This design comes from an exercise in tuning for small area on the open sky130 flow, not from production work.
The RTL was checked by simulation tests, not by an equivalence proof against the original design.
No activity file was given, so power comes from the tool's default toggle rates.

## cedar
## calc1
module calc1 (
  input  logic        c_clk,
  input  logic        reset,
  input  logic [3:0]  req1_cmd_in,
  input  logic [3:0]  req2_cmd_in,
  input  logic [3:0]  req3_cmd_in,
  input  logic [3:0]  req4_cmd_in,
  input  logic [31:0] req1_data_in,
  input  logic [31:0] req2_data_in,
  input  logic [31:0] req3_data_in,
  input  logic [31:0] req4_data_in,
  output logic [1:0]  out_resp1,
  output logic [1:0]  out_resp2,
  output logic [1:0]  out_resp3,
  output logic [1:0]  out_resp4,
  output logic [31:0] out_data1,
  output logic [31:0] out_data2,
  output logic [31:0] out_data3,
  output logic [31:0] out_data4
);
Settings: LEC_CHECK=0, CAP_MARGIN=20, CORE_MARGIN=2, CORE_UTILIZATION=40, SLEW_MARGIN=20, SYNTH_HIERARCHICAL=1; clock period 5.0 ns.
standard.sh (not shown) runs the stock make flow with config.mk's settings and CLKGATE_MAP_FILE= SYNTH_SCRIPT=/design/flow/synth_recipe.tcl, a recipe that flattens the netlist after the stock synthesis.
==> flow/flow/run.sh <==
#!/bin/bash
# Standard ORFS layout with two changes:
#  - synthesis may not pick the larger drive strengths of the simple gates the datapath's
#    one-gate modules map to (placement and timing repair later still may), and
#  - ports are buffered with buf_1 instead of the default buffer.
set -euo pipefail
PLAT=$FLOW_HOME/platforms/$FLOW_PLATFORM
LIB=$PLAT/lib/sky130_fd_sc_hd__tt_025C_1v80.lib
BASE=$(sed -n '/^export DONT_USE_CELLS/,/^#/p' $PLAT/config.mk | grep -o 'sky130_fd_sc_hd__[a-z0-9_]*' | tr '\n' ' ')
EXTRA=""
for c in inv a21boi a21oi a22oi a222oi a22o and4bb o22ai o21ai nand2 nand3 or3 nor2 xor2 xnor2 ha a21o; do
  for s in 2 4 8; do
    if grep -q "cell (\"sky130_fd_sc_hd__${c}_$s\")" $LIB; then EXTRA="$EXTRA sky130_fd_sc_hd__${c}_$s"; fi
  done
done
CTS="-sink_clustering_enable -repair_clock_nets -buf_list sky130_fd_sc_hd__clkbuf_8 -sink_clustering_size 30 -sink_clustering_max_diameter 100 -dont_use_dummy_load"
bash standard.sh "DONT_USE_CELLS=$BASE $EXTRA" synth > synth.log 2>&1
bash standard.sh "BUFFER_PORTS_ARGS=-buffer_cell sky130_fd_sc_hd__buf_1" "CTS_ARGS=$CTS" finish > layout.log 2>&1
--- input diff cedar..nickel ---
Settings: CORE_UTILIZATION changed from 40 to 65.
Diff cedar -> nickel: wire length went down; largest net degree at the start of global routing fell 3. nickel vs. cedar: power density of the placed cells increased 1.3%; share of power burned in combinational logic essentially unchanged; post-route core utilization increased 26 points.

========
Another version of the RTL of calc1 (not shown whole).
For scale: ~280 I/O pins, about 19,000 um^2 of cells after synthesis.
clock: 5.0 ns
lec_check: 0
cap_margin: 20
core_margin: 2
core_utilization: 40
slew_margin: 20
synth_hierarchical: 1
run.sh (not shown) runs the stock make flow with config.mk's settings and CLKGATE_MAP_FILE= SYNTH_SCRIPT=/design/flow/synth_recipe.tcl, a recipe that flattens the netlist after the stock synthesis.
Stock flow here: none of the scripts above is used.
The starting point ran to the end with no violations.
Rerun with:
==> flow/flow/run.sh (new file) <==
#!/bin/bash
# Standard ORFS layout with two changes:
#  - synthesis may not pick the larger drive strengths of the simple gates the datapath's
#    one-gate modules map to (placement and timing repair later still may), and
#  - ports are buffered with buf_1 instead of the default buffer.
set -euo pipefail
PLAT=$FLOW_HOME/platforms/$FLOW_PLATFORM
LIB=$PLAT/lib/sky130_fd_sc_hd__tt_025C_1v80.lib
BASE=$(sed -n '/^export DONT_USE_CELLS/,/^#/p' $PLAT/config.mk | grep -o 'sky130_fd_sc_hd__[a-z0-9_]*' | tr '\n' ' ')
EXTRA=""
for c in a21boi a21oi a22oi a22o and4bb o22ai o21ai nand2 nand3 nor2 xor2 xnor2 ha a21o; do
  for s in 2 4 8; do
    if grep -q "cell (\"sky130_fd_sc_hd__${c}_$s\")" $LIB; then EXTRA="$EXTRA sky130_fd_sc_hd__${c}_$s"; fi
  done
done
bash standard.sh "DONT_USE_CELLS=$BASE $EXTRA" synth > synth.log 2>&1
bash standard.sh "BUFFER_PORTS_ARGS=-buffer_cell sky130_fd_sc_hd__buf_1" finish > layout.log 2>&1
==> flow/standard.sh (new file) <==
#!/bin/bash
# synth_recipe.tcl (not shown) runs the flow's synth.tcl, then flattens the netlist and writes it again
# the make line also repeats each setting of config.mk as NAME=value (left out here)
make -C /OpenROAD-flow-scripts/flow DESIGN_CONFIG=/design/flow/config.mk WORK_HOME=/design/flow/orfs CLKGATE_MAP_FILE= SYNTH_SCRIPT=/design/flow/synth_recipe.tcl "${@:-finish}"
removed: flow/run.sh
After rerunning:
- The changed run ran to the end with no violations
- design area shrinks by 14%
- wire length went down by 5.8%
- cell count went down by 0.87%
- total power decreases by 8.4%
- sequential share of layout area rose by 2.2 points
- worst hold slack hardly moves
- area after synthesis decreases by 6.9%
- register-to-register slack is worse by 20 ps
- fmax came out higher by 4.1%
- critical path depth stays the same
- utilization fell by 4.2 points
Rerun with:
--- a/flow/flow/run.sh
+++ b/flow/flow/run.sh
@@ -15,0 +16 @@
+CTS="-sink_clustering_enable -repair_clock_nets -buf_list sky130_fd_sc_hd__clkbuf_8 -sink_clustering_size 30 -sink_clustering_max_diameter 100 -dont_use_dummy_load"
@@ -17 +18 @@
-bash standard.sh "BUFFER_PORTS_ARGS=-buffer_cell sky130_fd_sc_hd__buf_1" finish > layout.log 2>&1
+bash standard.sh "BUFFER_PORTS_ARGS=-buffer_cell sky130_fd_sc_hd__buf_1" "CTS_ARGS=$CTS" finish > layout.log 2>&1
Effect: Routed wire length is about the same. Cell count fell by 0.44%. First-iteration DRC count decreases by about 8%. Core utilization decreases by 1.0 points. Power went down by 4.6%.
Rerun with:
- GPL_TIMING_DRIVEN: unset -> 0
Effect: Via count rose by 2.1%; global-route usage shrinks by 0.17 points; clock skew goes down by 4.4 ps; combinational power is about the same; utilization rises by 2.9 points; critical path depth fell by 1; die area does not change; final cell count rose by 3.9%; wire length came out lower by 0.85%; flip-flop and latch count is unchanged; worst setup slack got worse by 350 ps.
Rerun with:
--- a/flow/flow/run.sh
+++ b/flow/flow/run.sh
@@ -16 +16 @@
-CTS="-sink_clustering_enable -repair_clock_nets -buf_list sky130_fd_sc_hd__clkbuf_8 -sink_clustering_size 30 -sink_clustering_max_diameter 100 -dont_use_dummy_load"
+CTS="-sink_clustering_enable -repair_clock_nets -buf_list sky130_fd_sc_hd__clkbuf_8 -sink_clustering_size 40 -sink_clustering_max_diameter 300 -dont_use_dummy_load"
- GPL_TIMING_DRIVEN: 0 -> unset
Synthesized cell count is unchanged.
Cell area fell by 6.1%.
Synthesized area is unchanged.
Core utilization came out lower by 2.9 points.

[port drivers added, routing unchanged]
The results above use ideal ports. As a check the final layouts listed here were re-extracted and re-timed, cells and wires unchanged.
Step 1: set_driving_cell puts a clkbuf_16 on c_clk and a buf_2 on each other input, an assumption about the parent block.
Step 2 also shifts input and output timing later by t, the mid clock arrival at the registers, as if the neighbouring blocks saw the same clock.
a / b / c = ideal ports / drivers / drivers and shift; a / b = the first two.
run	t, ns	setup WS [ns]	worst hold slack (ns)
cedar	0.611	0.460 / 0.476 / -0.134	0.741 / 0.712 / 0.743
nickel	0.510	0.490 / 0.519 / 0.008	0.750 / 0.750 / 0.750
the first run of note 2	0.552	0.462 / 0.478 / -0.074	0.723 / 0.723 / 0.723
the second run of note 2	0.556	0.642 / 0.681 / 0.125	0.724 / 0.724 / 0.724
the third run of note 2	0.627	0.693 / 0.721 / 0.101	0.719 / 0.715 / 0.719
the fourth run of note 2	0.615	0.348 / 0.348 / -0.141	0.718 / 0.718 / 0.718
the fifth run of note 2	0.627	0.693 / 0.721 / 0.101	0.719 / 0.715 / 0.719
With both steps, setup timing fails in cedar, the first run of note 2 and the fourth run of note 2, where it was met with ideal ports. For cedar, which loses most, drivers alone change the setup slack by +0.016 ns; drivers and shift together by -0.594 ns.
